This is an optimization exercise on Yosys and OpenROAD, whose aim is small area, a short achievable clock period and few clock cycles, not a production implementation. The RTL was checked by simulation tests, not by an equivalence proof against the original design. The clock port is modelled as an ideal driver; clocking choices that lean on that would not hold on a real chip. Power is estimated from default activity; no workload was simulated.

Setup of job 103:
// stream_top
module stream_top (
  input  logic                   bus_clk,
  input  logic                   rst_n,
  input  logic                   w32_open,
  input  logic                   w32_wren,
  input  logic [31:0]            w32_data,
  input  logic                   r32_open,
  input  logic                   r32_rden,
  input  logic                   lite_wren,
  input  logic [3:0]             lite_wstrb,
  input  logic                   lite_rden,
  input  logic [31:0]            lite_addr,
  input  logic [31:0]            lite_wr_data,
  input  logic                   mem_wren,
  input  logic [7:0]             mem_wdata,
  input  logic                   mem_rden,
  input  logic [4:0]             mem_addr,
  output logic                   w32_full,
  output logic [31:0]            r32_data,
  output logic                   r32_empty,
  output logic [31:0]            lite_rd_data,
  output logic [7:0]             mem_rdata
);
  stream_pkg::offsets_t offsets;
  stream_pkg::sample_t  offset_sum;
  logic                 offsets_written;
  lite_regs i_lite_regs (
    .bus_clk(bus_clk), .rst_n(rst_n),
    .bus_wren(lite_wren), .bus_wstrb(lite_wstrb), .bus_rden(lite_rden),
    .bus_addr(lite_addr[6:2]),
    .bus_wr_data(lite_wr_data), .bus_rd_data(lite_rd_data),
    .offsets(offsets)
  );
  ...
Size: about 3100 cells after synthesis, ~200 I/O pins, roughly 55000 um^2 of cells after synthesis.
export LEC_CHECK = 0
export CAP_MARGIN = 20
export CORE_MARGIN = 2
export CORE_UTILIZATION = 40
export SLEW_MARGIN = 20
create_clock -name core_clock -period 5.0 [get_ports {bus_clk}]
run.sh (not shown) runs the stock make flow with config.mk's settings and CLKGATE_MAP_FILE= SYNTH_SCRIPT=/design/flow/synth_recipe.tcl, a recipe that flattens the netlist after the stock synthesis.
Testbench counts of job 103, summed over its fixed seeds: cycles 2,056.
The following lists how job 105 was set up differently from job 103:
# job 103
export LEC_CHECK = 0
export CAP_MARGIN = 20
export CORE_MARGIN = 2
export CORE_UTILIZATION = 40
export SLEW_MARGIN = 20
create_clock -name core_clock -period 5.0 [get_ports {bus_clk}]
# job 105
export LEC_CHECK = 0
export CAP_MARGIN = 20
export CORE_MARGIN = 2
export CORE_UTILIZATION = 40
export SETUP_SLACK_MARGIN = 2.5
export SLEW_MARGIN = 20
create_clock -name core_clock -period 5.0 [get_ports {bus_clk}]
==> comparison <==
Per the comparison of job 105 with job 103, number of instances in the placed design fell by 84; post-synthesis average cell area stayed essentially flat; hold-fix buffer count after cts stayed essentially flat; share of power burned in the clock network fell by 0.4 points; met3 capacity usage during global routing rose by 0.54 points. On first-iteration DRC count, job 105 does worse than job 103.

---

stream_top, a different RTL version from the one above (not shown whole).
For scale: ~3200 cells after synthesis, ~200 I/O pins, roughly 55000 µm² of cells after synthesis.
Settings: LEC_CHECK=0, CAP_MARGIN=20, CORE_MARGIN=2, CORE_UTILIZATION=40, CTS_BUF_LIST=sky130_fd_sc_hd__clkbuf_16, CTS_CLUSTER_DIAMETER=100, CTS_CLUSTER_SIZE=20, SETUP_SLACK_MARGIN=2.5, SLEW_MARGIN=20; clock period 5.0 ns.
standard.sh (not shown) runs the stock make flow with config.mk's settings and CLKGATE_MAP_FILE= SYNTH_SCRIPT=/design/flow/synth_recipe.tcl, a recipe that flattens the netlist after the stock synthesis.
==> flow/flow/run.sh <==
#!/bin/bash
# Standard layout, with the port buffers made from buf_4 instead of the
# default delay buffer.
set -euo pipefail
bash standard.sh "BUFFER_PORTS_ARGS=-buffer_cell sky130_fd_sc_hd__buf_4" finish > standard_make.log 2>&1
The baseline passed the timing, design-rule and antenna checks.
Testbench counts at the start, summed over its fixed seeds: cycles 2,056.
Then changed:
==> flow/flow/run.sh (replaced) <==
#!/bin/bash
# Standard layout, with the port buffers made from buf_4 instead of the
# default delay buffer, and sizing not held to each cell's footprint.
set -euo pipefail
bash standard.sh MATCH_CELL_FOOTPRINT=0 "BUFFER_PORTS_ARGS=-buffer_cell sky130_fd_sc_hd__buf_4" finish > standard_make.log 2>&1
- CTS_BUF_LIST: sky130_fd_sc_hd__clkbuf_16 -> not set
- CTS_CLUSTER_DIAMETER: 100 -> not set
- CTS_CLUSTER_SIZE: 20 -> not set
Sequential share of layout area decreases by 1.5 points.
Flip-flop and latch count is unchanged.
Core utilization is higher by 1.1 points.
Routed wire length came out lower by 2.5%.
Power climbs by 18%.
Die area does not change.
Cell area went up by 2.4%.
Via count came out lower by 1.6%.
Then changed:
==> flow/run.sh (new file) <==
#!/bin/bash
# synth_recipe.tcl (not shown) runs the flow's synth.tcl, then flattens the netlist and writes it again
# the make line also repeats each setting of config.mk as NAME=value (left out here)
make -C /OpenROAD-flow-scripts/flow DESIGN_CONFIG=/design/flow/config.mk WORK_HOME=/design/flow/orfs CLKGATE_MAP_FILE= SYNTH_SCRIPT=/design/flow/synth_recipe.tcl finish
removed: flow/flow/run.sh
removed: flow/standard.sh
What happened:
- The changed run produced a clean layout
- wire length climbs by a few percent
- fmax is higher by a little under a tenth
- cell area went up by a few percent
- hold slack degrades by 0.043 ns
- die area stays the same
- utilization goes up by 1.5 points
- synthesized area is unchanged
- total power stays flat
- global-route usage goes up by 1.1 points
- sequential power stays flat
- flip-flop and latch count stays the same
Then changed:
- CTS_BUF_LIST: not set -> sky130_fd_sc_hd__clkbuf_16
- CTS_CLUSTER_DIAMETER: not set -> 100
- CTS_CLUSTER_SIZE: not set -> 20
What happened:
- sequential share of layout area rose by 2.3 points
- power fell by 15%
- final cell count fell by 2.0%
- global-route usage fell by 0.13 points
- cell area fell by 3.5%
- count of clock-buffer cells in the layout fell by 117
- maximum frequency hardly moves
- synthesized cell count is unchanged
- non-clock buffer count rose by 12
- combinational power barely changes
- flip-flop and latch count stays the same

---

Setup of maple:
The RTL this note starts from:
==> flow/design.v <==
`timescale 1ns/1ps
package stream_pkg;
  typedef logic [32-1:0] word_t;
  typedef logic [16-1:0] sample_t;
  typedef logic [7:0] byte_t;
  typedef logic [$clog2(32)-1:0] lite_idx_t;
  typedef logic [$clog2(32)-1:0] ram_addr_t;
  typedef logic [7*16-1:0] offsets_t;
endpackage
`timescale 1ns/1ps
module sync_fifo #(
  parameter int WIDTH = 16
) (
  input  logic             bus_clk,
  input  logic             rst_n,
  input  logic             clear,
  input  logic             wr_en,
  input  logic [WIDTH-1:0] din,
  input  logic             rd_en,
  output logic [WIDTH-1:0] dout,
  output logic             full,
  output logic             empty
);
  logic [WIDTH-1:0] mem0;
  logic [WIDTH-1:0] mem1;
  logic             wr_ptr;
  logic             rd_ptr;
  logic             do_wr;
  logic             do_rd;
  logic             not_empty;
  assign empty = !not_empty;
  assign do_wr = wr_en && !full;
  assign do_rd = rd_en && !empty;
  assign dout  = rd_ptr ? mem1 : mem0;
  always_ff @(posedge bus_clk)
  begin
    if (do_wr && !wr_ptr)
      mem0 <= din;
    if (do_wr && wr_ptr)
      mem1 <= din;
  end
  always_ff @(posedge bus_clk or negedge rst_n)
  begin
    if (!rst_n)
    begin
      wr_ptr <= 1'b0;
      rd_ptr <= 1'b0;
      full      <= 1'b0;
      not_empty <= 1'b0;
    end
    else if (clear)
    begin
      wr_ptr <= 1'b0;
      rd_ptr <= 1'b0;
      full      <= 1'b0;
      not_empty <= 1'b0;
    end
    else
    begin
      if (do_wr)
        wr_ptr <= !wr_ptr;
      if (do_rd)
        rd_ptr <= !rd_ptr;
      if (do_wr && !do_rd)
      begin
        not_empty <= 1'b1;
        full      <= not_empty;
      end
      else if (do_rd && !do_wr)
      begin
        full      <= 1'b0;
        not_empty <= full;
      end
    end
  end
endmodule
`timescale 1ns/1ps
module lite_regs (
  input  logic                 bus_clk,
  input  logic                 rst_n,
  input  logic                 bus_wren,
  input  logic [4-1:0] bus_wstrb,
  input  logic                 bus_rden,
  input  stream_pkg::lite_idx_t bus_addr,
  input  stream_pkg::word_t    bus_wr_data,
  output stream_pkg::word_t    bus_rd_data,
  output stream_pkg::offsets_t offsets
);
  stream_pkg::word_t        lane_mem [32];
  logic [32-1:0] written;
  logic [32-1:0] hit;
  logic [3:0]               dec_lo;
  logic [7:0]               dec_hi;
  stream_pkg::word_t        wr_masked;
  stream_pkg::word_t        rd_mux;
  always_comb
  begin
    for (int i = 0; i < 4; i++)
      dec_lo[i] = (bus_addr[1:0] == 2'(i));
    for (int i = 0; i < 8; i++)
      dec_hi[i] = (bus_addr[4:2] == 3'(i));
    for (int e = 0; e < 32; e++)
      hit[e] = dec_hi[e / 4] && dec_lo[e % 4];
  end
  always_comb
  begin
    for (int l = 0; l < 4; l++)
      wr_masked[8*l +: 8] = bus_wstrb[l] ? bus_wr_data[8*l +: 8] : 8'h00;
  end
  always_ff @(posedge bus_clk)
  begin
    for (int e = 0; e < 32; e++)
    begin
      for (int l = 0; l < 4; l++)
      begin
        if (bus_wren && hit[e] && (bus_wstrb[l] || !written[e]))
          lane_mem[e][8*l +: 8] <= wr_masked[8*l +: 8];
      end
    end
  end
  always_ff @(posedge bus_clk or negedge rst_n)
  begin
    if (!rst_n)
      written <= '0;
    else if (bus_wren)
      written <= written | hit;
  end
  always_comb
  begin
    rd_mux = '0;
    for (int e = 0; e < 32; e++)
      rd_mux = rd_mux | (lane_mem[e] & {32{hit[e] && written[e]}});
  end
  always_ff @(posedge bus_clk or negedge rst_n)
  begin
    if (!rst_n)
      bus_rd_data <= '0;
    else if (bus_rden)
      bus_rd_data <= rd_mux;
  end
  always_comb
  begin
    for (int k = 0; k < 7; k++)
      offsets[16*k +: 16] =
        written[k] ? lane_mem[k][16-1:0] : '0;
  end
endmodule
`timescale 1ns/1ps
module byte_ram (
  input  logic                  bus_clk,
  input  logic                  rst_n,
  input  logic                  wren,
  input  stream_pkg::byte_t     wdata,
  input  logic                  rden,
  input  stream_pkg::ram_addr_t addr,
  output stream_pkg::byte_t     rdata
);
  stream_pkg::byte_t mem [32];
  always_ff @(posedge bus_clk)
  begin
    if (wren)
      mem[addr] <= wdata;
  end
  always_ff @(posedge bus_clk or negedge rst_n)
  begin
    if (!rst_n)
      rdata <= '0;
    else if (rden)
      rdata <= mem[addr];
  end
endmodule
`timescale 1ns/1ps
module offset_stage (
  input  logic                 bus_clk,
  input  logic                 rst_n,
  input  logic                 restart,
  input  stream_pkg::offsets_t offsets,
  output stream_pkg::sample_t  sum
);
  localparam int SLICES = 16 / 4;
  logic [7-1:0] step;
  logic [SLICES-2:0]         carry;
  stream_pkg::sample_t       pick;
  logic [4:0]                slice_next [SLICES];
  always_comb
  begin
    pick = '0;
    for (int k = 0; k < 7; k++)
      pick = pick | (offsets[16*k +: 16] & {16{step[k]}});
    for (int s = 0; s < SLICES; s++)
      slice_next[s] = {1'b0, sum[4*s +: 4]} + {1'b0, pick[4*s +: 4]} +
                      5'((s > 0) ? carry[(s > 0) ? s-1 : 0] : 1'b0);
  end
  always_ff @(posedge bus_clk or negedge rst_n)
  begin
    if (!rst_n)
    begin
      step  <= '0;
      carry <= '0;
      sum   <= '0;
    end
    else if (restart)
    begin
      step  <= 7'(1);
      carry <= '0;
      sum   <= '0;
    end
    else
    begin
      step <= step << 1;
      for (int s = 0; s < SLICES; s++)
      begin
        sum[4*s +: 4] <= slice_next[s][3:0];
        if (s < SLICES - 1)
          carry[s] <= slice_next[s][4];
      end
    end
  end
endmodule
`timescale 1ns/1ps
module stream_chain (
  input  logic                 bus_clk,
  input  logic                 rst_n,
  input  logic                 w32_open,
  input  logic                 r32_open,
  input  logic                 w32_wren,
  input  stream_pkg::word_t    w32_data,
  input  logic                 r32_rden,
  input  stream_pkg::sample_t  offset_sum,
  output logic                 w32_full,
  output stream_pkg::word_t    r32_data,
  output logic                 r32_empty
);
  logic                flush;
  logic                pop;
  stream_pkg::sample_t head;
  stream_pkg::sample_t out_q;
  assign flush = !(w32_open && r32_open);
  assign pop   = r32_rden && !r32_empty && !flush;
  sync_fifo #(.WIDTH(16)) i_fifo (
    .bus_clk(bus_clk), .rst_n(rst_n), .clear(flush),
    .wr_en(w32_wren), .din(w32_data[16-1:0] + offset_sum),
    .rd_en(r32_rden), .dout(head), .full(w32_full), .empty(r32_empty)
  );
  always_ff @(posedge bus_clk or negedge rst_n)
  begin
    if (!rst_n)
      out_q <= '0;
    else if (pop)
      out_q <= head;
  end
  assign r32_data = {{(32 - 16){1'b0}}, out_q};
endmodule
`timescale 1ns/1ps
module stream_top (
  input  logic                   bus_clk,
  input  logic                   rst_n,
  input  logic                   w32_open,
  input  logic                   w32_wren,
  input  logic [31:0]            w32_data,
  input  logic                   r32_open,
  input  logic                   r32_rden,
  input  logic                   lite_wren,
  input  logic [3:0]             lite_wstrb,
  input  logic                   lite_rden,
  input  logic [31:0]            lite_addr,
  input  logic [31:0]            lite_wr_data,
  input  logic                   mem_wren,
  input  logic [7:0]             mem_wdata,
  input  logic                   mem_rden,
  input  logic [4:0]             mem_addr,
  output logic                   w32_full,
  output logic [31:0]            r32_data,
  output logic                   r32_empty,
  output logic [31:0]            lite_rd_data,
  output logic [7:0]             mem_rdata
);
  stream_pkg::offsets_t offsets;
  stream_pkg::sample_t  offset_sum;
  logic                 offsets_written;
  lite_regs i_lite_regs (
    .bus_clk(bus_clk), .rst_n(rst_n),
    .bus_wren(lite_wren), .bus_wstrb(lite_wstrb), .bus_rden(lite_rden),
    .bus_addr(lite_addr[6:2]),
    .bus_wr_data(lite_wr_data), .bus_rd_data(lite_rd_data),
    .offsets(offsets)
  );
  assign offsets_written = lite_wren && (lite_addr[6:2] < 5'(7));
  offset_stage i_sum (
    .bus_clk(bus_clk), .rst_n(rst_n), .restart(offsets_written),
    .offsets(offsets), .sum(offset_sum)
  );
  byte_ram i_byte_ram (
    .bus_clk(bus_clk), .rst_n(rst_n), .wren(mem_wren), .wdata(mem_wdata),
    .rden(mem_rden), .addr(mem_addr), .rdata(mem_rdata)
  );
  stream_chain i_chain (
    .bus_clk(bus_clk), .rst_n(rst_n), .w32_open(w32_open), .r32_open(r32_open),
    .w32_wren(w32_wren), .w32_data(w32_data), .r32_rden(r32_rden),
    .offset_sum(offset_sum), .w32_full(w32_full), .r32_data(r32_data),
    .r32_empty(r32_empty)
  );
endmodule
Settings: LEC_CHECK=0, CAP_MARGIN=20, CORE_MARGIN=2, CORE_UTILIZATION=60, CTS_BUF_LIST=sky130_fd_sc_hd__clkbuf_16, CTS_CLUSTER_DIAMETER=100, CTS_CLUSTER_SIZE=20, SETUP_SLACK_MARGIN=2.5, SLEW_MARGIN=20, TNS_END_PERCENT=40; clock period 5.0 ns.
==> flow/flow/run.sh <==
#!/bin/bash
# Standard layout, with the delay-cell port buffers swapped for buf_4 after
# clock tree synthesis (flow/swap_io.tcl).
set -euo pipefail
here=$(pwd)
bash standard.sh "POST_CTS_TCL=$here/flow/swap_io.tcl" finish > standard_make.log 2>&1
==> flow/flow/swap_io.tcl <==
# Runs at the end of the standard CTS step. The port buffers the standard
# flow inserts are delay cells (clkdlybuf4s50); sizing that keeps each
# cell's footprint cannot turn them into plain buffers, so swap them for
# buf_4 here, then repair timing and legalise again.
set n 0
foreach inst [get_cells *] {
  if {[string match "sky130_fd_sc_hd__clkdlybuf4s*" [get_property $inst ref_name]]} {
    replace_cell $inst sky130_fd_sc_hd__buf_4
    incr n
  }
}
puts "swap_io: replaced $n delay buffers with buf_4"
estimate_parasitics -placement
repair_timing_helper
detailed_placement
check_placement -verbose
Testbench counts of maple, summed over its fixed seeds: cycles 2,056.
Input-level comparison between zinc and maple:
# maple
export LEC_CHECK = 0
export CAP_MARGIN = 20
export CORE_MARGIN = 2
export CORE_UTILIZATION = 60
export CTS_BUF_LIST = sky130_fd_sc_hd__clkbuf_16
export CTS_CLUSTER_DIAMETER = 100
export CTS_CLUSTER_SIZE = 20
export SETUP_SLACK_MARGIN = 2.5
export SLEW_MARGIN = 20
export TNS_END_PERCENT = 40
create_clock -name core_clock -period 5.0 [get_ports {bus_clk}]
# zinc
export LEC_CHECK = 0
export CAP_MARGIN = 20
export CORE_MARGIN = 2
export CORE_UTILIZATION = 50
export CTS_BUF_LIST = sky130_fd_sc_hd__clkbuf_16
export CTS_CLUSTER_DIAMETER = 100
export CTS_CLUSTER_SIZE = 20
export SETUP_SLACK_MARGIN = 2.5
export SLEW_MARGIN = 20
export TNS_END_PERCENT = 40
create_clock -name core_clock -period 5.0 [get_ports {bus_clk}]
==> flow/run.sh (new file) <==
#!/bin/bash
# synth_recipe.tcl (not shown) runs the flow's synth.tcl, then flattens the netlist and writes it again
# the make line also repeats each setting of config.mk as NAME=value (left out here)
make -C /OpenROAD-flow-scripts/flow DESIGN_CONFIG=/design/flow/config.mk WORK_HOME=/design/flow/orfs CLKGATE_MAP_FILE= SYNTH_SCRIPT=/design/flow/synth_recipe.tcl finish
removed: flow/flow/run.sh
removed: flow/flow/swap_io.tcl
removed: flow/standard.sh
Results
[diff] leakage power figure, zinc relative to maple: regression. zinc vs. maple: met3 routing resource usage after global routing went down by 2.2 points. zinc: met2 capacity usage during global routing lower than maple. Combinational fraction of design power sits higher in zinc than in maple. Diff maple -> zinc: number of logic stages on the critical path including buffering went up by 1; hold slack picked up an extra 0.012 ns; worst slack after detailed placement lost 0.061 ns; ratio of final minimum period to clock period shows an increase of 0.48 points. Every run (zinc and maple) finished clean.
### zinc -> juniper
# zinc
export LEC_CHECK = 0
export CAP_MARGIN = 20
export CORE_MARGIN = 2
export CORE_UTILIZATION = 50
export CTS_BUF_LIST = sky130_fd_sc_hd__clkbuf_16
export CTS_CLUSTER_DIAMETER = 100
export CTS_CLUSTER_SIZE = 20
export SETUP_SLACK_MARGIN = 2.5
export SLEW_MARGIN = 20
export TNS_END_PERCENT = 40
create_clock -name core_clock -period 5.0 [get_ports {bus_clk}]
# juniper
export LEC_CHECK = 0
export CAP_MARGIN = 20
export CORE_MARGIN = 2
export CORE_UTILIZATION = 60
export CTS_BUF_LIST = sky130_fd_sc_hd__clkbuf_16
export CTS_CLUSTER_DIAMETER = 100
export CTS_CLUSTER_SIZE = 20
export SETUP_SLACK_MARGIN = 3.0
export SLEW_MARGIN = 20
create_clock -name core_clock -period 5.0 [get_ports {bus_clk}]
==> comparison <==
- Of juniper and zinc, juniper shows the higher wire length of the first global-routing pass, with zinc below it.
- The layout filler cell count reported for juniper is smaller than that of zinc by 3,441.
- The final setup slack of the worst path reported for juniper is greater than that of zinc by 0.047 ns.
- juniper against zinc: clock tree cell share of total cell area lower; fmax up 1.9%; met3 usage in global routing rose 6.5 points; final clock period utilization by the worst path fell by 0.94 points.
- Relative to zinc, juniper degrades sum of routed wire length over all layers.

-- static timing again, ports no longer ideal --
No port has a modelled driver above. Below, the same layouts with a new extraction and two added sets of constraints.
Step 1 sets driving cells, clkbuf_16 on the clock port and buf_2 on the other inputs (assumed; they add their load-dependent delay and slew).
Step 2, shift: input delay + t, output delay - t, t = (earliest + latest rising clock arrival at the registers) / 2. This alone moves slack from input paths to output paths.
Three values: no drivers, after step 1, after step 2; two values: the first two.
run	shift t [ns]	slack for setup (ns)	cell pins on the clock port's net
job 103	0.842	1.460 / 1.512 / 0.670	1
job 105	0.841	2.377 / 2.390 / 1.592	1
the first run of note 2	0.796	2.193 / 2.192 / 1.396	1
the second run of note 2	0.850	2.231 / 2.250 / 1.400	1
the third run of note 2	0.844	2.437 / 2.405 / 1.561	1
the fourth run of note 2	0.798	2.431 / 2.443 / 1.645	1
maple	0.737	2.476 / 2.470 / 1.733	1
zinc	0.758	2.452 / 2.454 / 1.696	1
juniper	0.758	2.499 / 2.493 / 1.735	1
After both steps setup and hold are still met in every run listed. For the third run of note 2, which loses most, drivers alone change the setup slack by -0.032 ns; drivers and shift together by -0.876 ns.
